From an optimization exercise on the open Yosys and OpenROAD flow, aimed at a short achievable clock period and few clock cycles; shortcuts taken in it are not production practice. Function was checked by simulation only, so behaviour that the tests miss may differ from the original. Power figures rest on the tool's default switching activity, not on a simulated workload.

--- flow/config.mk ---
export PLATFORM = sky130hd
export DESIGN_NAME = imem_icache
export DESIGN_NICKNAME = imem_icache
export VERILOG_FILES = /design/flow/design.v
export SDC_FILE = /design/flow/constraint.sdc
export NUM_CORES = 4
export LEC_CHECK = 0
export ABC_CLOCK_PERIOD_IN_PS = 1000
export CAP_MARGIN = 20
export CORE_MARGIN = 2
export CORE_UTILIZATION = 55
export SETUP_SLACK_MARGIN = 5
export SLEW_MARGIN = 20
export TNS_END_PERCENT = 100
--- flow/constraint.sdc ---
create_clock -name core_clock -period 8.0 [get_ports {clk}]
set_input_delay 1.6000 -clock core_clock [delete_from_list [all_inputs] [get_ports {clk}]]
set_output_delay 1.6000 -clock core_clock [all_outputs]
set_load 0.01 [all_outputs]
--- flow/design.v ---
module imem_icache #(
  parameter int ADDR_WIDTH     = 32,
  parameter int INST_WIDTH     = 32,
  parameter int LINES          = 16,
  parameter int WORDS_PER_LINE = 4
) (
  input  logic                  clk,
  input  logic                  rst,
  input  logic [ADDR_WIDTH-1:0] cpu_addr,
  input  logic                  cpu_read,
  output logic [INST_WIDTH-1:0] cpu_rdata,
  output logic                  cpu_stall,
  input  logic                  inv,
  output logic                  mem_req,
  output logic [ADDR_WIDTH-1:0] mem_addr,
  input  logic                  mem_gnt,
  input  logic                  mem_rvalid,
  input  logic [INST_WIDTH-1:0] mem_rdata
);
  localparam int OFF   = $clog2(WORDS_PER_LINE);
  localparam int IDX   = $clog2(LINES);
  localparam int TAG_W = ADDR_WIDTH - 2 - OFF - IDX;
  localparam int WA    = IDX + OFF;             
  localparam int LA    = ADDR_WIDTH - 2 - OFF;  
  localparam int NW    = LINES * WORDS_PER_LINE;
  localparam int FD    = 4;                     
  logic [LINES-1:0][TAG_W-1:0]   tag_q;
  logic [LINES-1:0]              valid_q;
  logic [NW-1:0][INST_WIDTH-1:0] data_q;       
  logic [NW-1:0]                 wv_q;
  logic                  stall_q;      
  logic                  free_q;       
  logic [INST_WIDTH-1:0] rdata_q;
  logic [ADDR_WIDTH-3:0] pr_addr_q;    
  logic [LINES-1:0]      pr_dec_q;     
  logic                  missnew_q;    
  logic                  act_v_q;      
  logic                  act_nv_q;     
  logic [ADDR_WIDTH-3:0] maddr_q;      
  logic [WA-1:0]         act_w_q;      
  logic [LINES-1:0]      act_dec_q;    
  logic [OFF-1:0]        act_cnt_q;    
  logic                  act_live_q;
  logic                  act_new_q;    
  logic                  que_v_q;
  logic [LA-1:0]         que_line_q;
  logic [OFF-1:0]        que_off_q;
  logic [LINES-1:0]      que_dec_q;
  logic [FD-1:0][WA-1:0]    ff_w_q;
  logic [FD-1:0][LINES-1:0] ff_dec_q;   
  logic [FD-1:0]            ff_live_q;
  logic [2:0]               ff_n_q;     
  assign cpu_stall = stall_q;
  assign cpu_rdata = rdata_q;
  assign mem_req   = act_v_q;
  assign mem_addr  = {maddr_q, 2'b00};
  logic [TAG_W-1:0] c_tag;
  logic [IDX-1:0]   c_idx;
  logic [OFF-1:0]   c_off;
  logic [WA-1:0]    c_w;
  assign c_tag = cpu_addr[ADDR_WIDTH-1 -: TAG_W];
  assign c_idx = cpu_addr[2+OFF +: IDX];
  assign c_off = cpu_addr[2 +: OFF];
  assign c_w   = cpu_addr[2 +: WA];
  logic [WA-1:0] pr_w;
  assign pr_w = pr_addr_q[0 +: WA];
  logic kill;
  assign kill = missnew_q;
  logic [WA-1:0]    head_w;
  logic [LINES-1:0] head_dec;
  logic             head_live, head_live_eff;
  logic             arr_c, match_p;
  assign head_w        = ff_w_q[0];
  assign head_dec      = ff_dec_q[0];
  assign head_live     = ff_live_q[0];
  assign head_live_eff = head_live && !(kill && |(pr_dec_q & head_dec));
  assign arr_c         = mem_rvalid && head_live && head_w == c_w;
  assign match_p       = mem_rvalid && head_live && head_w == pr_w && !missnew_q;
  logic acc, hit, pres, newmiss;
  logic [LINES-1:0] c_dec, c_eqv;
  logic [NW-1:0]    c_wdec;
  logic [INST_WIDTH-1:0] c_data;
  always_comb begin
    for (int i = 0; i < LINES; i++) begin
      c_dec[i] = c_idx == IDX'(i);
      c_eqv[i] = valid_q[i] && tag_q[i] == c_tag;
    end
    c_data = '0;
    for (int j = 0; j < NW; j++) begin
      c_wdec[j] = c_w == WA'(j);
      c_data    = c_data | (c_wdec[j] ? data_q[j] : '0);
    end
  end
  assign acc     = cpu_read && free_q;
  assign hit     = |(c_dec & c_eqv);
  assign pres    = |(c_wdec & wv_q) || arr_c;
  assign newmiss = acc && !hit;
  logic act_old_kill, push, last;
  assign act_old_kill = kill && !act_new_q && |(pr_dec_q & act_dec_q);
  assign push         = !act_nv_q && mem_gnt;
  assign last         = act_cnt_q == OFF'(WORDS_PER_LINE - 1);
  always_ff @(posedge clk) begin
    if (free_q) begin
      pr_addr_q <= cpu_addr[ADDR_WIDTH-1:2];
      pr_dec_q  <= c_dec;
    end
    rdata_q <= (acc && !arr_c) ? c_data : mem_rdata;
    if (rst) begin
      stall_q   <= 1'b0;
      free_q    <= 1'b1;
      missnew_q <= 1'b0;
    end else begin
      missnew_q <= newmiss;
      if (acc) begin
        stall_q <= !(hit && pres);
        free_q  <=   hit && pres;
      end else begin
        stall_q <= !free_q && !match_p;
        free_q  <=  free_q || match_p;
      end
    end
    for (int i = 0; i < LINES; i++)
      if (kill && pr_dec_q[i]) tag_q[i] <= pr_addr_q[ADDR_WIDTH-3 -: TAG_W];
    if (rst || inv) valid_q <= '0;
    else if (kill)  valid_q <= valid_q | pr_dec_q;
    for (int i = 0; i < LINES; i++)
      for (int w = 0; w < WORDS_PER_LINE; w++) begin
        logic hd;
        hd = mem_rvalid && head_dec[i] && head_w[OFF-1:0] == OFF'(w);
        if (hd) data_q[i*WORDS_PER_LINE+w] <= mem_rdata;
        if (kill && pr_dec_q[i])      wv_q[i*WORDS_PER_LINE+w] <= 1'b0;
        else if (hd && head_live_eff) wv_q[i*WORDS_PER_LINE+w] <= 1'b1;
      end
    for (int k = 0; k < FD; k++) begin
      logic [2:0] n;
      n = mem_rvalid ? ff_n_q - 3'd1 : ff_n_q;
      if (push && n == 3'(k)) begin
        ff_w_q[k]    <= act_w_q;
        ff_dec_q[k]  <= act_dec_q;
        ff_live_q[k] <= act_live_q && !act_old_kill;
      end else if (mem_rvalid) begin
        if (k < FD - 1) begin
          ff_w_q[k]    <= ff_w_q[k+1];
          ff_dec_q[k]  <= ff_dec_q[k+1];
          ff_live_q[k] <= ff_live_q[k+1] && !(kill && |(pr_dec_q & ff_dec_q[k+1]));
        end
      end else if (kill && |(pr_dec_q & ff_dec_q[k])) begin
        ff_live_q[k] <= 1'b0;
      end
    end
    if (rst) ff_n_q <= '0;
    else     ff_n_q <= ff_n_q + (push ? 3'd1 : 3'd0) - (mem_rvalid ? 3'd1 : 3'd0);
    if (!que_v_q) begin
      que_line_q <= cpu_addr[ADDR_WIDTH-1:2+OFF];
      que_off_q  <= c_off;
      que_dec_q  <= c_dec;
    end
    act_new_q <= 1'b0;
    if (act_old_kill) act_live_q <= 1'b0;
    if (rst) begin
      act_v_q  <= 1'b0;
      act_nv_q <= 1'b1;
      que_v_q  <= 1'b0;
      maddr_q  <= '0;
    end else if (act_nv_q || (push && last && !que_v_q)) begin
      act_v_q    <= newmiss;
      act_nv_q   <= !newmiss;
      act_new_q  <= 1'b1;
      maddr_q    <= cpu_addr[ADDR_WIDTH-1:2];
      act_w_q    <= c_w;
      act_dec_q  <= c_dec;
      act_cnt_q  <= '0;
      act_live_q <= 1'b1;
    end else if (push && last) begin
      maddr_q    <= {que_line_q, que_off_q};
      act_w_q    <= {que_line_q[IDX-1:0], que_off_q};
      act_dec_q  <= que_dec_q;
      act_cnt_q  <= '0;
      act_live_q <= 1'b1;
      que_v_q    <= 1'b0;
    end else begin
      if (push) begin
        maddr_q[OFF-1:0] <= maddr_q[OFF-1:0] + OFF'(1);
        act_w_q[OFF-1:0] <= act_w_q[OFF-1:0] + OFF'(1);
        act_cnt_q        <= act_cnt_q + OFF'(1);
      end
      if (newmiss) que_v_q <= 1'b1;
    end
  end
  logic unused;
  assign unused = ^cpu_addr[1:0];
endmodule
--- flow/flow/run.sh ---
#!/bin/bash
# Own layout flow: the standard layout (standard.sh, all steps up to finish), except that the
# port buffers are plain sky130_fd_sc_hd__buf_8 cells instead of the default delay-cell buffers.
# Make's output, with every tool's output, goes to make.log in the work folder.
set -euo pipefail
bash standard.sh "BUFFER_PORTS_ARGS=-buffer_cell sky130_fd_sc_hd__buf_8" finish > make.log 2>&1
--- flow/standard.sh ---
#!/bin/bash
# synth_recipe.tcl (not shown) runs the flow's synth.tcl, then flattens the netlist and writes it again
# the make line also repeats each setting of config.mk as NAME=value (left out here)
make -C /OpenROAD-flow-scripts/flow DESIGN_CONFIG=/design/flow/config.mk WORK_HOME=/design/flow/orfs CLKGATE_MAP_FILE= SYNTH_SCRIPT=/design/flow/synth_recipe.tcl "${@:-finish}"
==> results of run 1 <==
## metal layers
layer	vias to the layer above	GRT usage (%)
li1	24950	-
met1	34290	59.52
met2	6464	60.10
met3	1479	14.55
met4	23	22.17
met5	-	0.6804
## area by class of cell
class,count,area share [%]
flip-flops and latches,2793,67.44
diodes,20,0.04094
repair buffers,538,5.297
inverters,30,0.1064
clock buffers,409,6.787
multi-input cells,2729,17.22
well taps,2480,2.538
clock inverters,100,0.5731
## per-stage QoR
stage          instance area, um^2  setup slack (ns)
3_3_place_gp                109700             2.676
3_5_place_dp                109800             2.981
6_report                    122300             4.873
5_1_grt                     122200             4.875
4_1_cts                     121100             4.847
2_1_floorplan               104900             4.616
## flip-flops by register name (all words and copies together), names as in the netlist, 3 cells and up
name,flops
data_q,2048
tag_q,384
ff_dec_q,64
wv_q,64
rdata_q,32
maddr_q,30
pr_addr_q,30
que_line_q,28
ff_w_q,24
act_dec_q,16
pr_dec_q,16
que_dec_q,16
valid_q,16
act_w_q,6
ff_live_q,4
ff_n_q,3
## power by group through the flow
stage                     clock (mW)  combinational [mW]  sequential (mW)
final                           13.1                2.23             17.4
after global routing            13.6                2.27             17.4
after CTS                       13.1                2.09             17.3
after detailed placement           0                1.99             17.6
after global placement             0                1.96             17.6
after floorplan                    0               0.938             17.4
## cell usage after synthesis (all sizes together), types with 6 or more instances
library cell / count / share of area (%)
mux2i: 23 / 0.22
buf: 191 / 0.96
and2: 18 / 0.11
o32a: 15 / 0.15
nor2: 273 / 1.0
a21oi: 16 / 0.078
nand2: 154 / 0.56
a211oi: 24 / 0.17
a31oi: 66 / 0.40
nand4bb: 6 / 0.066
dfxtp: 153 / 3.0
a22o: 87 / 0.74
nand4: 267 / 1.6
nand3: 43 / 0.21
and4: 22 / 0.19
inv: 30 / 0.11
a22oi: 923 / 6.7
a221oi: 88 / 0.75
mux2: 66 / 0.72
and3: 8 / 0.049
or3: 14 / 0.085
o21a: 18 / 0.13
nor3: 68 / 0.33
xnor2: 356 / 3.0
edfxtp: 2640 / 77
nor4: 44 / 0.27
nand2b: 12 / 0.073
xor2: 42 / 0.36
o21ai: 30 / 0.15
clkbuf: 143 / 0.52
## worst min-delay path by stage
stage | startpoint | to | slack, ns | cells after the start
final | valid_q[13]$_SDFFE_PP0P_ | valid_q[13]$_SDFFE_PP0P_ | 0.46 | 1
after global routing | valid_q[13]$_SDFFE_PP0P_ | valid_q[13]$_SDFFE_PP0P_ | 0.47 | 1
after CTS | valid_q[13]$_SDFFE_PP0P_ | valid_q[13]$_SDFFE_PP0P_ | 0.46 | 1
after floorplan | wv_q[11]$_SDFFE_PP0P_ | wv_q[11]$_SDFFE_PP0P_ | 0.43 | 2
after global placement | valid_q[13]$_SDFFE_PP0P_ | valid_q[13]$_SDFFE_PP0P_ | 0.44 | 1
after detailed placement | valid_q[13]$_SDFFE_PP0P_ | valid_q[13]$_SDFFE_PP0P_ | 0.45 | 1
## kinds of logic after synthesis
group | Yosys count
AOI/OAI and AO/OA | 1290
xor gates and xnor gates | 398
adders and majority gates | 5
buffers and inverters | 364
DFF | 2793
muxes | 89
other | 1
and+or+nand+nor | 945
## repair_timing
action                                 in CTS  in global routing
hold buffers                                0                  0
buffers inserted                          138                 48
pin swaps                                  74                 34
cloned                                      4                 11
resized for setup                         225                 97
endpoints found under the hold margin       0                  0
setup endpoints to repair                1025                246
==> flow_metrics.py, run 1 <==
metrics = {
    "global_routing": {
        "grt_first_pass_wirelength_um": 543400,
        "all_layer_global_routing_usage_pct": 42.82,
        "vias_in_the_first_global_route": 60340,
        "grt_antenna_before_repair": 20,
        "grt.overflow.total": 0,
        "grt_max_degree": 95,
    },
    "setup_path": {
        "timing.critical_path.slowest_stage_cell": "sky130_fd_sc_hd__nor2_4",
        "crit_chain": "buf_16 > nand4b_1 > buf_6 > nor2_4 > buf_12 > buf_8 > a221oi_2 > nand4_1 > o41ai_4 > a21o_1",
        "cp_num_buf_inv": 4,
        "rr_endpoint": "data_q[1947]$_DFFE_PP_",
        "cp_startpoint_kind": "primary input",
        "critical-path-max-stage-delay_ns": 0.47,
        "critical_path_arrival_ns": 3.92,
        "worst_setup_path_endpoint": "stall_q$_SDFF_PP0_",
        "regToRegStartpoint": "ff_w_q[1]$_DFFE_PP_",
        "critical_path.max_fanout": 17,
        "r2r.worst_path.cells": 3,
        "timing.critical_path.required_ns": 8.80,
        "crit_start": "cpu_addr[7]",
        "critPathCaptureType": "flop",
        "ff2ff_setup_slack_ns": 4.90,
        "critical_path_cell_count": 10,
        "timing.critical_path.max_delay_family": "buffers and inverters",
        "timing.setup.critical_path_class": "in -> reg",
    },
    "synth": {
        "post_synth_mux_area_share_pct": 0.9438,
        "complex_gate_fraction_of_the_synthesized_area_pct": 9.483,
        "combinational_family_with_the_most_area_after_synthesis": "compound AO/OA/AOI/OAI gates",
        "synth_adder_area_share_pct": 0.06793,
        "synth_enable_flop_cells": 2640,
        "ys_dominant_reg_cell": "sky130_fd_sc_hd__edfxtp_1",
        "synth.ff_latch_count": 2793,
        "synth_cells": 5885,
        "yosys.cell_types.count": 63,
        "synth-seq-area-share_pct": 79.83,
        "synth_simple_gate_area_share_pct": 4.701,
        "async_flop_share_pct": 0,
        "post_synth_instance_area_mm2": 0.1031,
        "synth-warning-count": 1,
        "postSynthAreaPerCell_um2": 17.53,
        "synth_xor_xnor_area_share_pct": 3.380,
    },
    "floorplan": {
        "ioPinCount": 136,
        "core_region_area_mm2": 0.1858,
        "die_width_um": 437.0,
        "placementRows": 158,
        "initial_utilization_pct": 55.50,
        "fp.dieArea_mm2": 0.1910,
        "floorplan.die.height_um": 437.0,
    },
    "pwr": {
        "cellLeakagePower_nw": 39.19,
        "total_power_mw": 32.69,
        "power.clock.fraction_pct": 40.0,
        "irDropWorstVdd_mv": 0.1933,
        "relative_contribution_of_sequential_cells_to_total_power_pct": 53.1,
        "power_per_cell_area_mw_per_mm2": 267.4,
        "internal_power_mw": 25.07,
        "net-switching-power_mw": 7.623,
        "power.switching_fraction_pct": 23.32,
        "combPwrFrac_pct": 6.8,
    },
    "sta": {
        "fmaxAchievable_mhz": 319.8,
        "timing.max_slew.rel_slack_pct": 15.61,
        "final.period_utilization_pct": 39.08,
        "grt_setup_unrepaired": "yes",
        "clock-skew-final_ns": 0.04964,
        "finalHoldViolCount": 0,
        "setup_viol_count_final": 0,
        "tmin_final_ns": 3.127,
        "finalMaxSlewViolations": 0,
        "worst_slew_pin_slew_ns": 1.266,
        "tns_ns": 0,
        "hold_slack_ns": 0.4560,
    },
    "route": {
        "final_antenna_net_count": 0,
        "dr.first_iter.drc_count": 13630,
        "wl_per_cell_um": 45.82,
        "top_layer_used": "met5",
        "drt-met1-wl_um": 145700,
        "num_vias": 67210,
        "remaining_drc_errors": 0,
        "routed_via_density": 7.387,
        "detailroute.wirelength.met2_um": 173600,
        "detail_route.first_pass.iterations": 8,
        "totalWireLength_um": 416900,
        "routed-wl-met3_um": 68990,
    },
    "placement": {
        "port-buffer-count": 131,
        "numPlacedInstances": 8368,
        "hpwl_after_detailed_placement_um": 207000,
        "place.gp.congestion": 0.8534,
    },
    "layout": {
        "flow.area_growth_from_synthesis_pct": 18.54,
        "multi_input_comb_area_mm2": 0.02105,
        "final.fill_count": 12800,
        "nets": 6466,
        "sequential_cell_area_mm2": 0.08245,
        "post_route_cells_drive_above_1_share_pct": 19.53,
        "final_cell_mix": "sky130_fd_sc_hd__edfxtp_1, sky130_fd_sc_hd__a22oi_1, sky130_fd_sc_hd__xnor2_1",
        "layout.core_utilization_pct": 65.79,
        "post_layout_nonfiller_instances": 9099,
        "layout_commonest_cell": "sky130_fd_sc_hd__edfxtp_1",
    },
    "clock_tree": {
        "tritoncts_clock_tree": "built",
        "clock_path_buffers": 4,
        "clk_root_buffer_cell": "sky130_fd_sc_hd__clkbuf_16",
        "clock-sinks": 2793,
        "clk_latency_ns": 0.95,
        "number_of_buffers_inserted_during_clock_tree_synthesis": 299,
        "clk_transition_reported_paths_ns": 0.06,
        "htreeDepth": 5,
    },
    "flow_run": {
        "timing.max_cap.violations": 0,
    },
    "outcome": {
        "status": "no timing/DRC/antenna violations",
    },
    "min_path": {
        "worst_hold_path_type": "reg -> reg",
    },
}
Testbench counts, summed over its fixed seeds: cycles 26,851.
==> run 2: changes to the inputs <==
--- a/flow/config.mk
+++ b/flow/config.mk
@@ -9,5 +9,5 @@
 export CAP_MARGIN = 20
 export CORE_MARGIN = 2
-export CORE_UTILIZATION = 55
+export CORE_UTILIZATION = 70
 export SETUP_SLACK_MARGIN = 5
 export SLEW_MARGIN = 20
==> run 2 against run 1 <==
  * Final area fell by 0.48%
  * Final cell count fell by 6.0%
  * Critical endpoint is now rdata_q[15]$_DFF_P_
  * Synthesized cell count did not move
  * Via count rose by 5.2%
  * Worst setup slack got worse by 0.15 ns
  * First-iteration DRC count rose by 22%
  * Wire length fell by 3.2%
  * Sequential power barely moved
  * Sequential cell count did not move
  * Power fell by 1.5%
  * Non-clock buffer count rose by 14
  * Clock power fell by 4%
==> flow_metrics.py, run 2 <==
metrics = {
    "sta": {
        "hold_slack_ns": 0.4670,
        "postLayoutSetupSlackWorst_ns": 4.726,
        "final.period_utilization_pct": 40.92,
        "finalMaxSlewViolations": 0,
        "setup_viol_count_final": 0,
        "timing.max_slew.rel_slack_pct": 12.61,
        "grt_setup_unrepaired": "yes",
        "finalHoldViolCount": 0,
        "tmin_final_ns": 3.274,
        "tns_ns": 0,
        "fmaxAchievable_mhz": 305.5,
        "clock-skew-final_ns": 0.05594,
        "worst_slew_pin_slew_ns": 1.311,
    },
    "synth": {
        "synth-warning-count": 1,
        "synth_top_cells_by_area": "sky130_fd_sc_hd__edfxtp_1, sky130_fd_sc_hd__a22oi_1, sky130_fd_sc_hd__xnor2_1, sky130_fd_sc_hd__dfxtp_1, sky130_fd_sc_hd__nand4_1",
        "synth_adder_area_share_pct": 0.06793,
        "synth.ff_latch_count": 2793,
        "synth_xor_xnor_area_share_pct": 3.380,
        "synth_most_common_cell": "sky130_fd_sc_hd__edfxtp_1",
        "post_synth_instance_area_mm2": 0.1031,
        "synth.top_cell.area_share_pct": 76.86,
        "post_synth_mux_area_share_pct": 0.9438,
        "synth-seq-area-share_pct": 79.83,
        "synth_enable_flop_cells": 2640,
        "synth_top_cells_by_count": "sky130_fd_sc_hd__edfxtp_1, sky130_fd_sc_hd__a22oi_1, sky130_fd_sc_hd__xnor2_1",
        "complex_gate_fraction_of_the_synthesized_area_pct": 9.483,
        "combinational_family_with_the_most_area_after_synthesis": "compound AO/OA/AOI/OAI gates",
        "synth_simple_gate_area_share_pct": 4.701,
        "synth_top_cell_by_area": "sky130_fd_sc_hd__edfxtp_1",
        "yosys.cell_types.count": 63,
        "async_flop_share_pct": 0,
        "ys_dominant_reg_cell": "sky130_fd_sc_hd__edfxtp_1",
        "postSynthAreaPerCell_um2": 17.53,
        "synth_cells": 5885,
    },
    "placement": {
        "numPlacedInstances": 7784,
        "hpwl_after_detailed_placement_um": 190600,
        "place_worst_setup_slack_ns": 2.767,
        "port-buffer-count": 131,
        "place.gp.congestion": 0.9062,
        "dpl-instance-area_mm2": 0.1089,
    },
    "setup_path": {
        "timing.critical_path.required_ns": 8.74,
        "crit_chain": "buf_12 > nand4bb_4 > buf_4 > nor2_4 > buf_8 > a22oi_1 > nand4_1 > nor4_4 > a21oi_2",
        "timing.critical_path.slowest_stage_cell": "sky130_fd_sc_hd__nor4_4",
        "timing.setup.critical_path_class": "in -> reg",
        "cp_startpoint_kind": "primary input",
        "timing.critical_path.max_delay_family": "simple AND/OR/NAND/NOR gates",
        "critical_path_arrival_ns": 4.02,
        "critical_path_cell_count": 9,
        "r2r.worst_path.cells": 9,
        "critPathCaptureType": "flop",
        "critical_path.max_fanout": 33,
        "cp_num_buf_inv": 3,
        "critical-path-max-stage-delay_ns": 0.59,
    },
    "pwr": {
        "power_per_cell_area_mw_per_mm2": 264.7,
        "combPwrFrac_pct": 6.9,
        "irDropWorstVdd_mv": 0.2529,
        "internal_power_mw": 24.69,
        "cellLeakagePower_nw": 39.16,
        "net-switching-power_mw": 7.510,
        "power.clock.fraction_pct": 39.1,
        "relative_contribution_of_sequential_cells_to_total_power_pct": 54.0,
        "total_power_mw": 32.20,
        "power.switching_fraction_pct": 23.32,
    },
    "floorplan": {
        "floorplan.die.height_um": 387.9,
        "die_width_um": 387.9,
        "ioPinCount": 136,
        "core_region_area_mm2": 0.1459,
        "fp.dieArea_mm2": 0.1504,
        "placementRows": 140,
        "initial_utilization_pct": 70.69,
    },
    "route": {
        "detail_route.first_pass.iterations": 14,
        "dr.first_iter.drc_count": 16610,
        "remaining_drc_errors": 0,
        "totalWireLength_um": 403600,
        "routed_via_density": 8.267,
        "final_antenna_net_count": 0,
        "num_vias": 70680,
        "wl_per_cell_um": 47.21,
    },
    "flow_run": {
        "timing.max_cap.violations": 0,
    },
    "global_routing": {
        "grt_max_degree": 95,
        "grt_busiest_layer": "met2",
        "vias_in_the_first_global_route": 62910,
        "grt.overflow.total": 0,
        "all_layer_global_routing_usage_pct": 52.11,
        "grt_first_pass_wirelength_um": 520400,
        "groute.layer.met3.usage_pct": 27.43,
        "grtUsageMet2_pct": 70.71,
        "grt_antenna_before_repair": 27,
        "use_met1_pct": 65.08,
    },
    "layout": {
        "final.fill_count": 6669,
        "top_regs": "data_q (2048), tag_q (384)",
        "flow.area_growth_from_synthesis_pct": 17.96,
        "design_area_mm2": 0.1217,
        "layout_commonest_cell": "sky130_fd_sc_hd__edfxtp_1",
        "largest_register_ff_count": 2048,
        "post_layout_nonfiller_instances": 8550,
        "layout.core_utilization_pct": 83.38,
        "nets": 6466,
        "final_cell_mix": "sky130_fd_sc_hd__edfxtp_1, sky130_fd_sc_hd__a22oi_1, sky130_fd_sc_hd__xnor2_1",
        "post_route_cells_drive_above_1_share_pct": 19.72,
        "largest_register": "data_q",
    },
    "clock_tree": {
        "clk_root_buffer_cell": "sky130_fd_sc_hd__clkbuf_16",
        "clock-sinks": 2793,
        "clk_latency_ns": 0.94,
        "clock_path_buffers": 4,
        "tritoncts_clock_tree": "built",
        "htreeDepth": 5,
        "number_of_buffers_inserted_during_clock_tree_synthesis": 284,
        "clk_transition_reported_paths_ns": 0.06,
    },
    "min_path": {
        "timing.hold.worst_path_depth": 1,
        "worst_hold_path_type": "reg -> reg",
    },
    "outcome": {
        "status": "no timing/DRC/antenna violations",
    },
}
[run 2: timing repair]
| item | in CTS | in global routing |
|---|---|---|
| gates resized for setup | 182 | 195 |
| setup buffers | 156 | 66 |
| hold endpoints to repair | 0 | 0 |
| pin swaps | 61 | 55 |
| hold buffers | 0 | 0 |
| cloned | 5 | 10 |
| setup endpoints to repair | 1163 | 276 |
[run 2: final timing paths]
check / end / startpoint / slack (ns)
worst max-delay path: rdata_q[15]$_DFF_P_ / cpu_addr[7] / 4.73
worst min-delay path: valid_q[7]$_SDFFE_PP0P_ / valid_q[7]$_SDFFE_PP0P_ / 0.47
worst max register to register: rdata_q[15]$_DFF_P_ / ff_w_q[1]$_DFFE_PP_ / 4.90
worst min register to register: valid_q[7]$_SDFFE_PP0P_ / valid_q[7]$_SDFFE_PP0P_ / 0.47
[run 2: cell type report]
type / count / area [um^2] / area share (%)
Clock buffer: 385 / 7806 / 6.416
Antenna cell: 41 / 102.6 / 0.08433
Sequential cell: 2793 / 82400 / 67.72
Timing Repair Buffer: 552 / 6833 / 5.616
Tap cell: 1917 / 2399 / 1.971
Clock inverter: 102 / 760.7 / 0.6253
Inverter: 30 / 112.6 / 0.09255
Multi-Input combinational cell: 2730 / 21260 / 17.47
[run 2: kinds of logic after synthesis]
kind of cell             Yosys count
other                              1
flip-flops                      2793
AO/OA/AOI/OAI                   1290
XOR/XNOR                         398
adder cells (fa/ha/maj)            5
multiplexers                      89
buffers and inverters            364
AND/OR/NAND/NOR                  945
[run 2: power groups by stage]
stage               clock network [mW]  logic [mW]  registers [mW]
floorplan                            0       0.938            17.4
detailed placement                   0        1.93            17.6
CTS                               12.4        2.03            17.3
global route                      13.0        2.23            17.4
global placement                     0        1.89            17.6
finish                            12.6        2.23            17.4
[run 2: layer usage]
| layer | up-vias | share of wire [%] | wire [um] |
|---|---|---|---|
| met5 | - | 0.40 | 1625 |
| met4 | 43 | 9.9 | 40070 |
| met3 | 2774 | 21 | 85690 |
| met2 | 9290 | 40 | 160500 |
| met1 | 33600 | 29 | 115700 |
| li1 | 24970 | - | - |
==> run 3: changes to the inputs <==
--- a/flow/design.v
+++ b/flow/design.v
@@ -77,22 +77,21 @@
   assign arr_c         = mem_rvalid && head_live && head_w == c_w;
   assign match_p       = mem_rvalid && head_live && head_w == pr_w && !missnew_q;
-  logic acc, hit, pres, newmiss;
-  logic [LINES-1:0] c_dec, c_eqv;
-  logic [NW-1:0]    c_wdec;
+  logic acc, hit, rdy, newmiss;
+  logic [LINES-1:0] c_dec, c_eqv, c_wv;
+  logic [LINES-1:0][INST_WIDTH-1:0] c_lw;
   logic [INST_WIDTH-1:0] c_data;
   always_comb begin
+    c_data = '0;
     for (int i = 0; i < LINES; i++) begin
       c_dec[i] = c_idx == IDX'(i);
       c_eqv[i] = valid_q[i] && tag_q[i] == c_tag;
-    end
-    c_data = '0;
-    for (int j = 0; j < NW; j++) begin
-      c_wdec[j] = c_w == WA'(j);
-      c_data    = c_data | (c_wdec[j] ? data_q[j] : '0);
+      c_wv[i]  = wv_q[i*WORDS_PER_LINE + c_off];
+      c_lw[i]  = data_q[i*WORDS_PER_LINE + c_off];
+      c_data   = c_data | (c_dec[i] ? c_lw[i] : '0);
     end
   end
   assign acc     = cpu_read && free_q;
   assign hit     = |(c_dec & c_eqv);
-  assign pres    = |(c_wdec & wv_q) || arr_c;
+  assign rdy     = |(c_dec & c_eqv & (c_wv | {LINES{arr_c}}));
   assign newmiss = acc && !hit;
   logic act_old_kill, push, last;
@@ -113,6 +112,6 @@
       missnew_q <= newmiss;
       if (acc) begin
-        stall_q <= !(hit && pres);
-        free_q  <=   hit && pres;
+        stall_q <= !rdy;
+        free_q  <=  rdy;
       end else begin
         stall_q <= !free_q && !match_p;
--- a/flow/config.mk
+++ b/flow/config.mk
@@ -9,5 +9,5 @@
 export CAP_MARGIN = 20
 export CORE_MARGIN = 2
-export CORE_UTILIZATION = 70
+export CORE_UTILIZATION = 55
 export SETUP_SLACK_MARGIN = 5
 export SLEW_MARGIN = 20
==> run 3 against run 2 <==
  * Worst setup slack improved by 0.22 ns
  * Power increased by 2.3%
  * Clock power increased by 4%
  * Synthesized area increased by 3.6%
  * Critical path depth decreased by 2
  * Sequential share of layout area decreased by 1.0 points
  * Non-clock buffer count decreased by 207
  * Clock skew decreased by 0.012 ns
  * Die area increased by 32%
  * Global-route usage decreased by 19 points
  * Critical endpoint is now rdata_q[28]$_DFF_P_
==> flow_metrics.py, run 3 <==
metrics = {
    "placement": {
        "hpwl_after_detailed_placement_um": 163100,
        "place_worst_setup_slack_ns": 2.981,
        "port-buffer-count": 131,
        "place.gp.congestion": 0.8230,
    },
    "synth": {
        "synth_cells": 5253,
        "synth.ff_latch_count": 2793,
        "synth-seq-area-share_pct": 77.05,
        "ys_dominant_reg_cell": "sky130_fd_sc_hd__edfxtp_1",
        "synth_top_cell_by_area": "sky130_fd_sc_hd__edfxtp_1",
        "postSynthAreaPerCell_um2": 20.34,
        "synth.top_cell.area_share_pct": 74.18,
        "synth_most_common_cell": "sky130_fd_sc_hd__edfxtp_1",
        "async_flop_share_pct": 0,
        "synth_top_cells_by_count": "sky130_fd_sc_hd__edfxtp_1, sky130_fd_sc_hd__mux4_2, sky130_fd_sc_hd__xnor2_1",
        "synth_enable_flop_cells": 2640,
        "synth_top_cells_by_area": "sky130_fd_sc_hd__edfxtp_1, sky130_fd_sc_hd__mux4_2, sky130_fd_sc_hd__dfxtp_1, sky130_fd_sc_hd__xnor2_1, sky130_fd_sc_hd__a22oi_1",
        "yosys.cell_types.count": 62,
        "post_synth_instance_area_mm2": 0.1069,
        "synth-warning-count": 1,
    },
    "layout": {
        "flow.area_growth_from_synthesis_pct": 15.61,
        "layout_commonest_cell": "sky130_fd_sc_hd__edfxtp_1",
        "final_cell_mix": "sky130_fd_sc_hd__edfxtp_1, sky130_fd_sc_hd__mux4_2, sky130_fd_sc_hd__clkbuf_16",
        "nets": 5680,
        "top_regs": "data_q (2048), tag_q (384)",
        "largest_register": "data_q",
        "largest_register_ff_count": 2048,
        "post_route_cells_drive_above_1_share_pct": 26.07,
    },
    "setup_path": {
        "timing.setup.critical_path_class": "in -> reg",
        "timing.critical_path.required_ns": 8.78,
        "critPathCaptureType": "flop",
        "crit_chain": "buf_8 > and4b_4 > buf_6 > a22oi_1 > nand4_1 > nor2_1 > a21oi_2",
        "timing.critical_path.slowest_stage_cell": "sky130_fd_sc_hd__buf_6",
        "cp_num_buf_inv": 2,
        "timing.critical_path.max_delay_family": "buffers and inverters",
        "critical_path.max_fanout": 32,
        "cp_startpoint_kind": "primary input",
        "critical-path-max-stage-delay_ns": 0.61,
        "critical_path_arrival_ns": 3.84,
    },
    "global_routing": {
        "grt.overflow.total": 0,
        "vias_in_the_first_global_route": 54540,
        "grt_antenna_before_repair": 10,
        "grt_first_pass_wirelength_um": 448800,
        "all_layer_global_routing_usage_pct": 33.43,
        "grt_max_degree": 70,
    },
    "floorplan": {
        "fp.dieArea_mm2": 0.1978,
        "ioPinCount": 136,
        "core_region_area_mm2": 0.1928,
        "floorplan.die.height_um": 444.8,
        "die_width_um": 444.8,
        "placementRows": 161,
        "initial_utilization_pct": 55.44,
    },
    "sta": {
        "final.period_utilization_pct": 38.16,
        "tns_ns": 0,
        "clock-skew-final_ns": 0.04408,
        "setup_viol_count_final": 0,
        "tmin_final_ns": 3.053,
        "finalHoldViolCount": 0,
        "postLayoutSetupSlackWorst_ns": 4.947,
        "worst_slew_pin_slew_ns": 1.206,
        "timing.max_slew.rel_slack_pct": 19.61,
        "grt_setup_unrepaired": "yes",
        "finalMaxSlewViolations": 0,
        "fmaxAchievable_mhz": 327.6,
    },
    "clock_tree": {
        "clock-sinks": 2793,
        "number_of_buffers_inserted_during_clock_tree_synthesis": 301,
        "tritoncts_clock_tree": "built",
        "clock_path_buffers": 4,
        "clk_latency_ns": 0.95,
        "clk_root_buffer_cell": "sky130_fd_sc_hd__clkbuf_16",
        "cts_hold_buf": 0,
        "htreeDepth": 5,
        "clk_transition_reported_paths_ns": 0.06,
    },
    "pwr": {
        "power.clock.fraction_pct": 39.7,
        "power_per_cell_area_mw_per_mm2": 266.7,
        "net-switching-power_mw": 7.544,
        "relative_contribution_of_sequential_cells_to_total_power_pct": 52.3,
        "total_power_mw": 32.95,
        "cellLeakagePower_nw": 39.56,
        "internal_power_mw": 25.40,
        "irDropWorstVdd_mv": 0.2330,
        "combPwrFrac_pct": 7.9,
        "power.switching_fraction_pct": 22.90,
    },
    "route": {
        "final_antenna_net_count": 0,
        "remaining_drc_errors": 0,
        "num_vias": 57200,
        "routed_via_density": 6.853,
        "wl_per_cell_um": 39.66,
        "totalWireLength_um": 331100,
        "detail_route.first_pass.iterations": 6,
        "dr.first_iter.drc_count": 9072,
    },
    "flow_run": {
        "timing.max_cap.violations": 0,
    },
    "outcome": {
        "status": "no timing/DRC/antenna violations",
    },
    "min_path": {
        "worst_hold_path_type": "reg -> reg",
    },
}
run 3: final cells by class:
cell class	instances	area (um^2)
flip-flops and latches	2793	82440
fillers	13110	69240
multi-input cells	2126	24140
clock buffers	409	8267
repair buffers	345	4548
well taps	2526	3161
clock inverters	108	817.0
inverters	38	176.4
diodes	2	5.005
run 3: final timing paths:
path | startpoint | end | slack, ns | depth (start not counted)
max reg2reg | ff_w_q[0]$_DFFE_PP_ | data_q[271]$_DFFE_PP_ | 5.04 | 3
min | valid_q[8]$_SDFFE_PP0P_ | valid_q[8]$_SDFFE_PP0P_ | 0.46 | 1
min reg2reg | valid_q[8]$_SDFFE_PP0P_ | valid_q[8]$_SDFFE_PP0P_ | 0.46 | 1
max | cpu_addr[4] | rdata_q[28]$_DFF_P_ | 4.95 | 7
run 3: repair_timing:
| item | 4_1_cts | 5_1_grt |
|---|---|---|
| pin swaps | 29 | 10 |
| endpoints found under the setup margin | 1113 | 121 |
| endpoints found under the hold margin | 0 | 0 |
| buffers inserted | 38 | 6 |
| gates cloned | 15 | 6 |
| resized for setup | 161 | 36 |
run 3: kinds of logic (layout without fill, tap and decap cells):
group           count (synthesis)  after routing  synth area share, %
compound gates                470            470                3.189
other cells                     1              4             0.003509
simple gates                  640            643                3.050
fa+ha+maj                       5              5              0.06557
buf+inv                       338            900                1.425
xor+xnor                      401            401                3.286
flops                        2793           2793                77.05
mux                           605            605                11.93
run 3: power groups by stage:
stage / Combinational, mW / Clock, mW / Sequential (mW)
2_1_floorplan: 1.38 / 0 / 17.4
3_3_place_gp: 2.44 / 0 / 17.5
3_5_place_dp: 2.49 / 0 / 17.5
4_1_cts: 2.58 / 13.2 / 17.2
5_1_grt: 2.73 / 13.8 / 17.3
6_report: 2.61 / 13.1 / 17.2
run 3: worst reg2reg max path: stages, from the launching register on:
cell and delay, ns:
sky130_fd_sc_hd__edfxtp_1 0.60, sky130_fd_sc_hd__or2_2 0.72, sky130_fd_sc_hd__nor2_4 0.62, sky130_fd_sc_hd__buf_6 0.60
run 3: through the flow:
| step | cells | hold WS, ns | utilization (%) | area [um^2] |
|---|---|---|---|---|
| after global routing | 8346 | 0.4742 | 64.08 | 123500 |
| final | 8347 | 0.4578 | 64.09 | 123500 |
| after global placement | 7758 | 0.4384 | 58.51 | 112800 |
| after detailed placement | 7763 | 0.4448 | 58.57 | 112900 |
| after CTS | 8333 | 0.4585 | 63.90 | 123200 |
| after floorplan | 5254 | 0.4315 | - | 108400 |
run 3: per-layer routing:
layer / vias to the layer above / GRT usage (%) / part of all wire (%) / wire, um
met5: - / 0 / 0.012 / 40
met4: 6 / 11.71 / 3.9 / 12850
met3: 687 / 5.769 / 10 / 34110
met2: 3453 / 52.72 / 48 / 158100
met1: 30770 / 47.76 / 38 / 126000
li1: 22290 / - / - / -
Testbench counts of run 3, summed over its fixed seeds: cycles 26,851.
==> run 4: changes to the inputs <==
--- a/flow/config.mk
+++ b/flow/config.mk
@@ -10,4 +10,5 @@
 export CORE_MARGIN = 2
 export CORE_UTILIZATION = 55
+export PLACE_DENSITY = 0.8
 export SETUP_SLACK_MARGIN = 5
 export SLEW_MARGIN = 20
==> run 4 against run 3 <==
  * Final cell count is 0.49% lower
  * Synthesized cell count stayed put
  * Synthesized area stayed put
  * Critical path depth stayed put
  * Sequential share of layout area is 0.088 points higher
  * Still clean on timing, DRC and antenna
  * Final area is 0.14% lower
  * Die area stayed put
  * Clock power hardly changed
  * Via count is 7.4% higher
  * Wire length is 8.9% higher
==> flow_metrics.py, run 4 <==
metrics = {
    "outcome": {
        "status": "no timing/DRC/antenna violations",
    },
    "layout": {
        "design_area_mm2": 0.1234,
        "flow.area_growth_from_synthesis_pct": 15.44,
        "final_cell_mix": "sky130_fd_sc_hd__edfxtp_1, sky130_fd_sc_hd__mux4_2, sky130_fd_sc_hd__clkbuf_16",
        "post_route_cells_drive_above_1_share_pct": 25.64,
        "nets": 5646,
        "largest_register": "data_q",
        "top_regs": "data_q (2048), tag_q (384)",
        "layout_commonest_cell": "sky130_fd_sc_hd__edfxtp_1",
        "largest_register_ff_count": 2048,
    },
    "synth": {
        "synth-seq-area-share_pct": 77.05,
        "synth.ff_latch_count": 2793,
        "ys_dominant_reg_cell": "sky130_fd_sc_hd__edfxtp_1",
        "synth_cells": 5253,
        "synth_enable_flop_cells": 2640,
        "yosys.cell_types.count": 62,
        "synth_top_cells_by_area": "sky130_fd_sc_hd__edfxtp_1, sky130_fd_sc_hd__mux4_2, sky130_fd_sc_hd__dfxtp_1, sky130_fd_sc_hd__xnor2_1, sky130_fd_sc_hd__a22oi_1",
        "synth_top_cell_by_area": "sky130_fd_sc_hd__edfxtp_1",
        "async_flop_share_pct": 0,
        "post_synth_instance_area_mm2": 0.1069,
        "synth-warning-count": 1,
        "synth_most_common_cell": "sky130_fd_sc_hd__edfxtp_1",
        "synth.top_cell.area_share_pct": 74.18,
        "synth_top_cells_by_count": "sky130_fd_sc_hd__edfxtp_1, sky130_fd_sc_hd__mux4_2, sky130_fd_sc_hd__xnor2_1",
        "postSynthAreaPerCell_um2": 20.34,
    },
    "global_routing": {
        "vias_in_the_first_global_route": 60790,
        "grt_first_pass_wirelength_um": 482200,
        "grt_antenna_before_repair": 17,
        "grt.overflow.total": 0,
        "all_layer_global_routing_usage_pct": 35.68,
        "grt_max_degree": 78,
    },
    "setup_path": {
        "cp_startpoint_kind": "primary input",
        "timing.setup.critical_path_class": "in -> reg",
        "regToRegStartpoint": "ff_w_q[0]$_DFFE_PP_",
        "r2r.worst_path.cells": 3,
        "timing.critical_path.required_ns": 8.78,
        "critical-path-max-stage-delay_ns": 0.47,
        "timing.critical_path.slowest_stage_cell": "sky130_fd_sc_hd__mux4_2",
        "ff2ff_setup_slack_ns": 5.01,
        "crit_chain": "buf_16 > buf_16 > mux4_2 > a22oi_1 > nand4_1 > nor2_1 > a21oi_2",
        "critical_path_arrival_ns": 3.95,
        "rr_endpoint": "data_q[461]$_DFFE_PP_",
        "critPathCaptureType": "flop",
        "critical-path-top-cell-by-count": "sky130_fd_sc_hd__buf_16",
        "critical_path.max_fanout": 72,
    },
    "pwr": {
        "power_per_cell_area_mw_per_mm2": 267.3,
        "irDropWorstVdd_mv": 0.2274,
        "cellLeakagePower_nw": 39.33,
    },
    "route": {
        "detail_route.first_pass.iterations": 8,
        "routed_via_density": 7.395,
        "dr.first_iter.drc_count": 13250,
        "final_antenna_net_count": 0,
        "wl_per_cell_um": 43.40,
        "remaining_drc_errors": 0,
        "totalWireLength_um": 360500,
        "num_vias": 61420,
    },
    "sta": {
        "finalHoldViolCount": 0,
        "fmaxAchievable_mhz": 314.9,
        "finalMaxSlewViolations": 0,
        "grt_setup_unrepaired": "yes",
        "worst_slew_pin_slew_ns": 1.271,
        "timing.max_slew.rel_slack_pct": 15.27,
        "final.period_utilization_pct": 39.69,
        "tns_ns": 0,
        "setup_viol_count_final": 0,
        "clock-skew-final_ns": 0.08731,
        "tmin_final_ns": 3.175,
    },
    "clock_tree": {
        "clk_latency_ns": 0.97,
        "tritoncts_clock_tree": "built",
        "htreeDepth": 5,
        "clk_transition_reported_paths_ns": 0.06,
        "clk_root_buffer_cell": "sky130_fd_sc_hd__clkbuf_16",
        "clock_path_buffers": 4,
        "clock-sinks": 2793,
        "cts_hold_buf": 0,
        "number_of_buffers_inserted_during_clock_tree_synthesis": 282,
    },
    "floorplan": {
        "initial_utilization_pct": 55.44,
        "fp.dieArea_mm2": 0.1978,
        "ioPinCount": 136,
        "die_width_um": 444.8,
        "core_region_area_mm2": 0.1928,
        "floorplan.die.height_um": 444.8,
        "placementRows": 161,
    },
    "min_path": {
        "hold_path_end": "valid_q[0]$_SDFFE_PP0P_",
        "timing.hold.worst_path_depth": 1,
        "worst_hold_path_type": "reg -> reg",
        "hold_path.startpoint": "valid_q[0]$_SDFFE_PP0P_",
    },
    "placement": {
        "port-buffer-count": 131,
        "hpwl_after_detailed_placement_um": 144500,
        "place.gp.congestion": 0.8591,
        "dpl-instance-area_mm2": 0.1127,
    },
    "flow_run": {
        "timing.max_cap.violations": 0,
    },
}
run 4: per-stage QoR:
stage | cells | hold slack (ns) | util [%] | worst slack, ns | total power [mW]
final | 8306 | 0.4585 | 64.00 | 4.825 | 32.98
after global routing | 8295 | 0.4798 | 63.98 | 4.902 | 33.47
after CTS | 8271 | 0.4614 | 63.67 | 4.918 | 32.60
after detailed placement | 7743 | 0.4461 | 58.46 | 3.231 | 19.93
after global placement | 7741 | 0.4379 | 58.44 | 3.248 | 19.79
after floorplan | 5254 | 0.4315 | - | 4.728 | 18.74
run 4: cell type report:
cell class / instances / area (um^2)
repair buffers: 328 / 4757
flip-flops and latches: 2793 / 82430
repair inverters: 1 / 8.758
clock buffers: 365 / 7566
multi-input cells: 2127 / 24150
diodes: 12 / 30.03
inverters: 38 / 217.7
clock inverters: 116 / 1054
well taps: 2526 / 3161
fillers: 11750 / 69410
run 4: worst max path at each step:
stage | startpoint | endpoint | slack [ns] | cells after the start
2_1_floorplan | cpu_addr[2] | free_q$_SDFF_PP1_ | 4.73 | 8
3_3_place_gp | cpu_addr[2] | free_q$_SDFF_PP1_ | 3.25 | 8
3_5_place_dp | cpu_addr[2] | free_q$_SDFF_PP1_ | 3.23 | 8
4_1_cts | rdata_q[31]$_DFF_P_ | cpu_rdata[31] | 4.92 | 1
5_1_grt | cpu_addr[3] | rdata_q[10]$_DFF_P_ | 4.90 | 7
6_report | cpu_addr[3] | rdata_q[10]$_DFF_P_ | 4.82 | 7
run 4: power breakdown:
part	switching [mW]	internal, mW
clock network	5.69	7.28
registers	0.533	16.8
logic	1.68	0.987
run 4: routing by layer:
layer	track usage (%)	share of wire, %	vias up
met5	0	0.030	-
met4	25.46	8.9	16
met3	12.48	17	1839
met2	54.36	45	6908
met1	42.61	29	30470
li1	-	-	22190
run 4: cells by family after synthesis:
group           count (synthesis)  share of synthesized area (%)
flops                        2793                          77.05
simple gates                  640                          3.050
compound gates                470                          3.189
fa+ha+maj                       5                        0.06557
buf+inv                       338                          1.425
other cells                     1                       0.003509
xor+xnor                      401                          3.286
mux                           605                          11.93
run 4: worst max-delay path, delay by kind of cell:
family	cells	cell delay, ns
mux	1	0.47
simple gates	2	0.44
buf+inv	2	0.70
compound gates	2	0.45
run 4: what timing repair did:
| action | 4_1_cts | 5_1_grt |
|---|---|---|
| hold endpoints to repair | 0 | 0 |
| resized for setup | 168 | 59 |
| pin swaps | 12 | 12 |
| setup endpoints to repair | 2018 | 738 |
| buffers inserted | 26 | 9 |
| cloned | 21 | 13 |
==> run 5: changes to the inputs <==
--- a/flow/config.mk
+++ b/flow/config.mk
@@ -9,6 +9,6 @@
 export CAP_MARGIN = 20
 export CORE_MARGIN = 2
-export CORE_UTILIZATION = 55
-export PLACE_DENSITY = 0.8
+export CORE_UTILIZATION = 60
+export GPL_ROUTABILITY_DRIVEN = 0
 export SETUP_SLACK_MARGIN = 5
 export SLEW_MARGIN = 20
==> run 5 against run 4 <==
  * Critical path type unchanged
  * Combinational power decreased by 3%
  * Critical path depth rose by 1
  * Sequential share of layout area is 0.11 points higher
  * Synthesized cell count stayed put
  * Register-to-register slack gained 0.03 ns
  * Sequential power about the same
  * Non-clock buffer count is 16 higher
  * Synthesized area unchanged
  * Largest cell class unchanged
  * Worst setup slack better by 0.091 ns
  * First-iteration DRC count decreased by 34%
==> flow_metrics.py, run 5 <==
metrics = {
    "sta": {
        "worst_slew_pin_slew_ns": 1.196,
        "setup_viol_count_final": 0,
        "finalHoldViolCount": 0,
        "grt_setup_unrepaired": "yes",
        "tns_ns": 0,
        "clock-skew-final_ns": 0.03993,
        "tmin_final_ns": 3.085,
        "finalMaxSlewViolations": 0,
        "fmaxAchievable_mhz": 324.2,
        "final.period_utilization_pct": 38.56,
        "timing.max_slew.rel_slack_pct": 20.26,
    },
    "floorplan": {
        "floorplan.die.height_um": 426.0,
        "initial_utilization_pct": 60.55,
        "die_width_um": 426.0,
        "placementRows": 154,
        "ioPinCount": 136,
        "fp.dieArea_mm2": 0.1815,
        "core_region_area_mm2": 0.1765,
    },
    "clock_tree": {
        "clk_latency_ns": 0.94,
        "clock_path_buffers": 4,
        "clk_transition_reported_paths_ns": 0.06,
        "clk_root_buffer_cell": "sky130_fd_sc_hd__clkbuf_16",
        "htreeDepth": 5,
        "number_of_buffers_inserted_during_clock_tree_synthesis": 298,
        "tritoncts_clock_tree": "built",
        "clock-sinks": 2793,
    },
    "synth": {
        "complex_gate_fraction_of_the_synthesized_area_pct": 3.189,
        "synth-seq-area-share_pct": 77.05,
        "yosys.cell_types.count": 62,
        "synth_most_common_cell": "sky130_fd_sc_hd__edfxtp_1",
        "synth-warning-count": 1,
        "post_synth_instance_area_mm2": 0.1069,
        "synth_xor_xnor_area_share_pct": 3.286,
        "post_synth_mux_area_share_pct": 11.93,
        "synth_cells": 5253,
        "synth_enable_flop_cells": 2640,
        "ys_dominant_reg_cell": "sky130_fd_sc_hd__edfxtp_1",
        "synth_top_cell_by_area": "sky130_fd_sc_hd__edfxtp_1",
        "synth_top_cells_by_count": "sky130_fd_sc_hd__edfxtp_1, sky130_fd_sc_hd__mux4_2, sky130_fd_sc_hd__xnor2_1",
        "synth_top_cells_by_area": "sky130_fd_sc_hd__edfxtp_1, sky130_fd_sc_hd__mux4_2, sky130_fd_sc_hd__dfxtp_1, sky130_fd_sc_hd__xnor2_1, sky130_fd_sc_hd__a22oi_1",
        "async_flop_share_pct": 0,
        "synth.ff_latch_count": 2793,
        "synth_simple_gate_area_share_pct": 3.050,
        "combinational_family_with_the_most_area_after_synthesis": "multiplexers",
        "postSynthAreaPerCell_um2": 20.34,
        "synth.top_cell.area_share_pct": 74.18,
        "synth_adder_area_share_pct": 0.06556,
    },
    "route": {
        "totalWireLength_um": 325500,
        "routed_via_density": 7.015,
        "num_vias": 57210,
        "remaining_drc_errors": 0,
        "detail_route.first_pass.iterations": 6,
        "wl_per_cell_um": 39.91,
        "final_antenna_net_count": 0,
        "dr.first_iter.drc_count": 8731,
    },
    "setup_path": {
        "critPathCaptureType": "flop",
        "critical_path.max_fanout": 23,
        "crit_start": "cpu_addr[7]",
        "critical_path_cell_count": 8,
        "critical-path-max-stage-delay_ns": 0.54,
        "rr_endpoint": "data_q[814]$_DFFE_PP_",
        "crit_chain": "buf_8 > nor4_4 > buf_4 > buf_6 > a22oi_1 > nand4_1 > nor2_1 > a21oi_4",
        "ff2ff_setup_slack_ns": 5.04,
        "critical_path_arrival_ns": 3.89,
        "regToRegStartpoint": "ff_w_q[1]$_DFFE_PP_",
        "worst_setup_path_endpoint": "rdata_q[1]$_DFF_P_",
        "timing.setup.critical_path_class": "in -> reg",
        "timing.critical_path.max_delay_family": "buffers and inverters",
        "r2r.worst_path.cells": 3,
        "timing.critical_path.slowest_stage_cell": "sky130_fd_sc_hd__buf_6",
        "timing.critical_path.required_ns": 8.81,
        "cp_startpoint_kind": "primary input",
        "cp_num_buf_inv": 3,
    },
    "min_path": {
        "worst_hold_path_type": "reg -> reg",
        "timing.hold.worst_path_depth": 1,
    },
    "layout": {
        "largest_register": "data_q",
        "largest_register_ff_count": 2048,
        "layout.core_utilization_pct": 69.79,
        "final_cell_mix": "sky130_fd_sc_hd__edfxtp_1, sky130_fd_sc_hd__mux4_2, sky130_fd_sc_hd__clkbuf_16",
        "post_route_cells_drive_above_1_share_pct": 26.05,
        "nets": 5676,
        "top_regs": "data_q (2048), tag_q (384)",
        "flow.area_growth_from_synthesis_pct": 15.26,
        "layout_commonest_cell": "sky130_fd_sc_hd__edfxtp_1",
    },
    "pwr": {
        "power_per_cell_area_mw_per_mm2": 266.6,
        "cellLeakagePower_nw": 39.47,
        "total_power_mw": 32.84,
        "irDropWorstVdd_mv": 0.2843,
    },
    "outcome": {
        "status": "no timing/DRC/antenna violations",
    },
    "placement": {
        "hpwl_after_detailed_placement_um": 154900,
        "port-buffer-count": 131,
    },
    "global_routing": {
        "all_layer_global_routing_usage_pct": 35.99,
        "vias_in_the_first_global_route": 54250,
        "grt.overflow.total": 0,
        "grt_max_degree": 128,
        "grt_antenna_before_repair": 5,
        "grt_first_pass_wirelength_um": 440300,
    },
    "flow_run": {
        "timing.max_cap.violations": 0,
    },
}
run 5: cell counts after synthesis:
No cell type changed its count.
run 5: per-stage QoR:
| step | setup slack [ns] | hold slack (ns) | std cells | area [um^2] |
|---|---|---|---|---|
| after floorplan | 4.728 | 0.4315 | 5254 | 108400 |
| final | 4.915 | 0.4567 | 8155 | 123200 |
| after global routing | 4.945 | 0.4764 | 8153 | 123200 |
| after global placement | 3.130 | 0.4370 | 7564 | 112500 |
| after CTS | 4.919 | 0.4578 | 8133 | 122700 |
| after detailed placement | 3.111 | 0.4448 | 7571 | 112600 |
run 5: timing repair:
item                                   in CTS  in global routing
setup buffers                              35                 14
endpoints found under the hold margin       0                  0
cloned                                     15                  6
hold buffers                                0                  0
pin swaps                                  20                 14
setup endpoints to repair                 802                130
gates resized for setup                   140                 37
run 5: power by group:
group	internal (mW)	switching (mW)	leakage (nW)
Combinational	0.975	1.61	9.61
Sequential	16.8	0.439	25.5
Clock	7.54	5.45	4.39
Total	25.3	7.50	39.5
run 5: layout make-up:
class | instances | area [um^2]
Antenna cell | 2 | 5.005
Clock buffer | 390 | 8021
Clock inverter | 122 | 974.7
Fill cell | 11070 | 53320
Inverter | 38 | 175.2
Multi-Input combinational cell | 2126 | 24170
Sequential cell | 2793 | 82440
Tap cell | 2340 | 2928
Timing Repair Buffer | 344 | 4466
run 5: worst reg2reg max path, cell delays in order, from the launching register on:
cell                       delay [ns]
sky130_fd_sc_hd__edfxtp_1        0.56
sky130_fd_sc_hd__nand2b_2        0.74
sky130_fd_sc_hd__nor2_4          0.39
sky130_fd_sc_hd__buf_4           0.86
run 5: cell families after synthesis:
group	count (synthesis)
and+or+nand+nor	640
adders and majority gates	5
AOI/OAI and AO/OA	470
buffers and inverters	338
other	1
DFF	2793
xor gates and xnor gates	401
muxes	605
run 5: worst min path at each step:
| stage | slack (ns) | startpoint | to |
|---|---|---|---|
| after CTS | 0.46 | valid_q[8]$_SDFFE_PP0P_ | valid_q[8]$_SDFFE_PP0P_ |
| after floorplan | 0.43 | wv_q[10]$_SDFFE_PP0P_ | wv_q[10]$_SDFFE_PP0P_ |
| after global placement | 0.44 | pr_addr_q[8]$_DFFE_PP_ | tag_q[290]$_DFFE_PP_ |
| final | 0.46 | valid_q[2]$_SDFFE_PP0P_ | valid_q[2]$_SDFFE_PP0P_ |
| after detailed placement | 0.44 | valid_q[11]$_SDFFE_PP0P_ | valid_q[11]$_SDFFE_PP0P_ |
| after global routing | 0.48 | valid_q[5]$_SDFFE_PP0P_ | valid_q[5]$_SDFFE_PP0P_ |
run 5: routing by layer:
| metal | global-route usage, % | share of wire (%) |
|---|---|---|
| met1 | 49.93 | 36 |
| met2 | 57.10 | 48 |
| met3 | 6.920 | 11 |
| met4 | 14.64 | 4.7 |
| met5 | 0 | 0.010 |
==> run 6: changes to the inputs <==
==> flow/flow/run.sh (replaced) <==
#!/bin/bash
# Own layout flow: the standard layout (standard.sh, all steps up to finish) with two changes
# to how the layout is made:
#  - the port buffers are plain sky130_fd_sc_hd__buf_8 cells instead of the default delay cells;
#  - after global placement, move_out_flops.tcl moves each flip-flop that drives an output port's
#    buffer next to that buffer (detailed placement then legalizes it).
# Make's output, with every tool's output, goes to make.log in the work folder; ORFS also keeps
# each step's log under orfs/logs.
set -euo pipefail
bash standard.sh "BUFFER_PORTS_ARGS=-buffer_cell sky130_fd_sc_hd__buf_8" \
  "POST_GLOBAL_PLACE_TCL=$PWD/flow/move_out_flops.tcl" finish > make.log 2>&1
==> flow/flow/move_out_flops.tcl (new file) <==
# After global placement: put each flip-flop that drives an output port's
# buffer next to that buffer, so that the flip-flop's output net (and not the
# logic in front of it) is the short one. Detailed placement legalizes later.
set block [ord::get_db_block]
set moved 0
foreach bterm [$block getBTerms] {
  if {[$bterm getIoType] ne "OUTPUT"} { continue }
  set net [$bterm getNet]
  if {$net eq "NULL"} { continue }
  set buf ""
  foreach it [$net getITerms] {
    if {[$it isOutputSignal]} { set buf [$it getInst] }
  }
  if {$buf eq ""} { continue }
  set innet ""
  foreach it [$buf getITerms] {
    if {[$it isInputSignal] && [$it getNet] ne "NULL"} { set innet [$it getNet] }
  }
  if {$innet eq ""} { continue }
  set drv ""
  foreach it [$innet getITerms] {
    if {[$it isOutputSignal]} { set drv [$it getInst] }
  }
  if {$drv eq "" || ![[$drv getMaster] isSequential]} { continue }
  # only flip-flops whose output feeds nothing but the port buffer
  if {[llength [$innet getITerms]] != 2} { continue }
  set loc [$buf getLocation]
  $drv setLocation [lindex $loc 0] [lindex $loc 1]
  incr moved
}
puts "move_out_flops: moved $moved flip-flops next to their output buffers"
--- a/flow/config.mk
+++ b/flow/config.mk
@@ -9,6 +9,6 @@
 export CAP_MARGIN = 20
 export CORE_MARGIN = 2
-export CORE_UTILIZATION = 60
-export GPL_ROUTABILITY_DRIVEN = 0
+export CORE_UTILIZATION = 45
+export PLACE_DENSITY = 0.9
 export SETUP_SLACK_MARGIN = 5
 export SLEW_MARGIN = 20
==> run 6 against run 5 <==
  * Register-to-register slack lost 0.14 ns
  * Worst hold slack improved by 0.0050 ns
  * Final area rose by 1.5%
  * Worst setup slack worse by 0.15 ns
  * Still clean on timing, DRC and antenna
  * Highest routed layer unchanged
  * Die area up 33%
  * Count of clock-buffer cells in the layout is 19 lower
  * Via count rose by 15%
  * Synthesized cell count stayed put
  * Largest power group unchanged
  * Synthesized area did not move
  * Combinational power is about 10% higher
==> flow_metrics.py, run 6 <==
metrics = {
    "outcome": {
        "status": "no timing/DRC/antenna violations",
    },
    "synth": {
        "synth_top_cells_by_count": "sky130_fd_sc_hd__edfxtp_1, sky130_fd_sc_hd__mux4_2, sky130_fd_sc_hd__xnor2_1",
        "combinational_family_with_the_most_area_after_synthesis": "multiplexers",
        "synth_enable_flop_cells": 2640,
        "ys_dominant_reg_cell": "sky130_fd_sc_hd__edfxtp_1",
        "synth-warning-count": 1,
        "synth_most_common_cell": "sky130_fd_sc_hd__edfxtp_1",
        "synth-seq-area-share_pct": 77.05,
        "complex_gate_fraction_of_the_synthesized_area_pct": 3.189,
        "synth_adder_area_share_pct": 0.06556,
        "synth_top_cell_by_area": "sky130_fd_sc_hd__edfxtp_1",
        "postSynthAreaPerCell_um2": 20.34,
        "synth_simple_gate_area_share_pct": 3.050,
        "post_synth_mux_area_share_pct": 11.93,
        "post_synth_instance_area_mm2": 0.1069,
        "synth_cells": 5253,
        "async_flop_share_pct": 0,
        "synth.top_cell.area_share_pct": 74.18,
        "synth_xor_xnor_area_share_pct": 3.286,
        "synth_top_cells_by_area": "sky130_fd_sc_hd__edfxtp_1, sky130_fd_sc_hd__mux4_2, sky130_fd_sc_hd__dfxtp_1, sky130_fd_sc_hd__xnor2_1, sky130_fd_sc_hd__a22oi_1",
        "synth.ff_latch_count": 2793,
        "yosys.cell_types.count": 62,
    },
    "setup_path": {
        "critical-path-max-stage-delay_ns": 0.70,
        "timing.setup.critical_path_class": "in -> reg",
        "critPathCaptureType": "flop",
        "regToRegStartpoint": "ff_w_q[1]$_DFFE_PP_",
        "cp_num_buf_inv": 3,
        "r2r.worst_path.cells": 3,
        "ff2ff_setup_slack_ns": 4.90,
        "critical_path_arrival_ns": 4.06,
        "timing.critical_path.max_delay_family": "buffers and inverters",
        "cp_startpoint_kind": "primary input",
        "timing.critical_path.slowest_stage_cell": "sky130_fd_sc_hd__mux4_2",
        "rr_endpoint": "data_q[447]$_DFFE_PP_",
        "critical_path.max_fanout": 13,
        "critical-path-top-cell-by-count": "sky130_fd_sc_hd__buf_16",
        "timing.critical_path.required_ns": 8.82,
        "crit_chain": "buf_16 > buf_16 > buf_16 > mux4_2 > a22oi_1 > nand4_1 > nor2_2 > a21oi_1",
    },
    "route": {
        "dr.first_iter.drc_count": 15900,
        "num_vias": 66010,
        "routed_via_density": 7.351,
        "wl_per_cell_um": 44.80,
        "totalWireLength_um": 402300,
        "remaining_drc_errors": 0,
        "final_antenna_net_count": 0,
        "detail_route.first_pass.iterations": 8,
    },
    "sta": {
        "finalHoldViolCount": 0,
        "finalMaxSlewViolations": 0,
        "tmin_final_ns": 3.232,
        "fmaxAchievable_mhz": 309.4,
        "tns_ns": 0,
        "clock-skew-final_ns": 0.1094,
        "final.period_utilization_pct": 40.41,
        "grt_setup_unrepaired": "yes",
        "postLayoutSetupSlackWorst_ns": 4.768,
        "timing.max_slew.rel_slack_pct": 13.08,
        "setup_viol_count_final": 0,
        "worst_slew_pin_slew_ns": 1.304,
    },
    "layout": {
        "final.fill_count": 16680,
        "top_regs": "data_q (2048), tag_q (384)",
        "flow.area_growth_from_synthesis_pct": 17.00,
        "final_cell_mix": "sky130_fd_sc_hd__edfxtp_1, sky130_fd_sc_hd__mux4_2, sky130_fd_sc_hd__clkbuf_16",
        "layout_commonest_cell": "sky130_fd_sc_hd__edfxtp_1",
        "largest_register_ff_count": 2048,
        "nets": 5676,
        "post_route_cells_drive_above_1_share_pct": 26.86,
        "largest_register": "data_q",
    },
    "floorplan": {
        "core_region_area_mm2": 0.2356,
        "ioPinCount": 136,
        "fp.dieArea_mm2": 0.2414,
        "die_width_um": 491.3,
        "floorplan.die.height_um": 491.3,
        "placementRows": 178,
        "initial_utilization_pct": 45.35,
    },
    "pwr": {
        "power_per_cell_area_mw_per_mm2": 269.8,
        "cellLeakagePower_nw": 39.82,
        "irDropWorstVdd_mv": 0.2553,
    },
    "clock_tree": {
        "clock-sinks": 2793,
        "htreeDepth": 5,
        "number_of_buffers_inserted_during_clock_tree_synthesis": 289,
        "cts_hold_buf": 0,
        "tritoncts_clock_tree": "built",
        "clock_path_buffers": 4,
        "clk_transition_reported_paths_ns": 0.06,
        "clk_root_buffer_cell": "sky130_fd_sc_hd__clkbuf_16",
        "clk_latency_ns": 1.01,
    },
    "min_path": {
        "worst_hold_path_type": "reg -> reg",
        "hold_path_end": "valid_q[7]$_SDFFE_PP0P_",
        "hold_path.startpoint": "valid_q[7]$_SDFFE_PP0P_",
        "timing.hold.worst_path_depth": 1,
    },
    "placement": {
        "hpwl_after_detailed_placement_um": 167000,
        "port-buffer-count": 131,
        "place_worst_setup_slack_ns": 2.784,
    },
    "global_routing": {
        "grt_first_pass_wirelength_um": 519800,
        "grt_max_degree": 66,
        "all_layer_global_routing_usage_pct": 31.40,
        "vias_in_the_first_global_route": 63580,
        "grt.overflow.total": 0,
        "grt_antenna_before_repair": 41,
    },
    "flow_run": {
        "timing.max_cap.violations": 0,
    },
}
run 6: cell counts after synthesis:
Identical to the previous run, type by type.
run 6: cell families after synthesis:
family | count (synthesis)
xor gates and xnor gates | 401
other | 1
adders and majority gates | 5
buffers and inverters | 338
muxes | 605
AOI/OAI and AO/OA | 470
DFF | 2793
and+or+nand+nor | 640
run 6: final cells by class:
class                           instances  area [um^2]  share of cell area (%)
Multi-Input combinational cell       2123        24260                   19.40
Antenna cell                           29        72.57                 0.05804
Clock buffer                          371         7901                   6.319
Timing Repair Buffer                  356         5202                   4.161
Inverter                               38        211.5                  0.1691
Tap cell                             3150         3941                   3.152
Sequential cell                      2793        82410                   65.91
Clock inverter                        120         1033                  0.8265
run 6: worst max path at each step:
stage	start	end	slack, ns	cells after the start
6_report	cpu_addr[2]	rdata_q[15]$_DFF_P_	4.77	8
5_1_grt	cpu_addr[2]	rdata_q[15]$_DFF_P_	4.85	8
4_1_cts	cpu_addr[6]	rdata_q[6]$_DFF_P_	4.85	8
3_5_place_dp	cpu_addr[2]	rdata_q[28]$_DFF_P_	2.78	8
3_3_place_gp	cpu_addr[2]	rdata_q[28]$_DFF_P_	3.11	8
2_1_floorplan	cpu_addr[2]	free_q$_SDFF_PP1_	4.73	8
run 6: what timing repair did:
| action | in CTS | in global routing |
|---|---|---|
| gates cloned | 25 | 17 |
| pin swaps | 7 | 22 |
| resized for setup | 145 | 97 |
| setup buffers | 13 | 40 |
| setup endpoints to repair | 468 | 92 |
run 6: where the power goes:
| part | switching (mW) | internal, mW |
|---|---|---|
| logic | 1.84 | 1.02 |
| clock network | 5.98 | 7.49 |
| registers | 0.598 | 16.8 |
run 6: per-stage QoR:
stage	area [um^2]	hold slack, ns	power, mW	util, %	cells
5_1_grt	125000	0.4858	34.04	53.04	8954
3_3_place_gp	113400	0.4380	19.75	48.13	8364
2_1_floorplan	108400	0.4315	18.74	-	5254
3_5_place_dp	113400	0.4448	19.98	48.13	8364
4_1_cts	123800	0.4590	33.11	52.53	8893
6_report	125000	0.4617	33.74	53.07	8980
run 6: layer usage:
| layer | vias to the layer above | global-route usage, % | wire length [um] |
|---|---|---|---|
| li1 | 22240 | - | - |
| met1 | 31700 | 34.61 | 106000 |
| met2 | 9156 | 46.20 | 174000 |
| met3 | 2868 | 14.03 | 76520 |
| met4 | 42 | 27.16 | 45270 |
| met5 | - | 0.07937 | 449 |

-- port drivers added, routing unchanged --
The flow's constraints put no driver on any port. The routed layouts listed below were extracted and timed again, unchanged, in two steps.
Step 1 sets driving cells, clkbuf_16 on the clock port and buf_2 on the other inputs (assumed; they add their load-dependent delay and slew).
Step 2 also shifts input and output timing later by t, the mid clock arrival at the registers, as if the neighbouring blocks saw the same clock.
a / b / c = ideal / step 1 / step 2; a / b = the first two.
run | shift t [ns] | setup WS [ns] | worst slew at a driven data input, ns
run 1 | 1.024 | 4.873 / 4.781 / 3.807 | 0.25
run 2 | 1.003 | 4.726 / 4.692 / 3.688 | 0.32
run 3 | 1.016 | 4.947 / 4.819 / 3.803 | 0.31
run 4 | 1.012 | 4.825 / 4.688 / 3.676 | 0.33
run 5 | 1.010 | 4.915 / 4.789 / 3.779 | 0.38
run 6 | 1.045 | 4.768 / 4.456 / 3.411 | 0.46
After both steps every run listed still meets setup and hold. For run 6, which loses most, drivers alone change the setup slack by -0.312 ns; drivers and shift together by -1.357 ns.
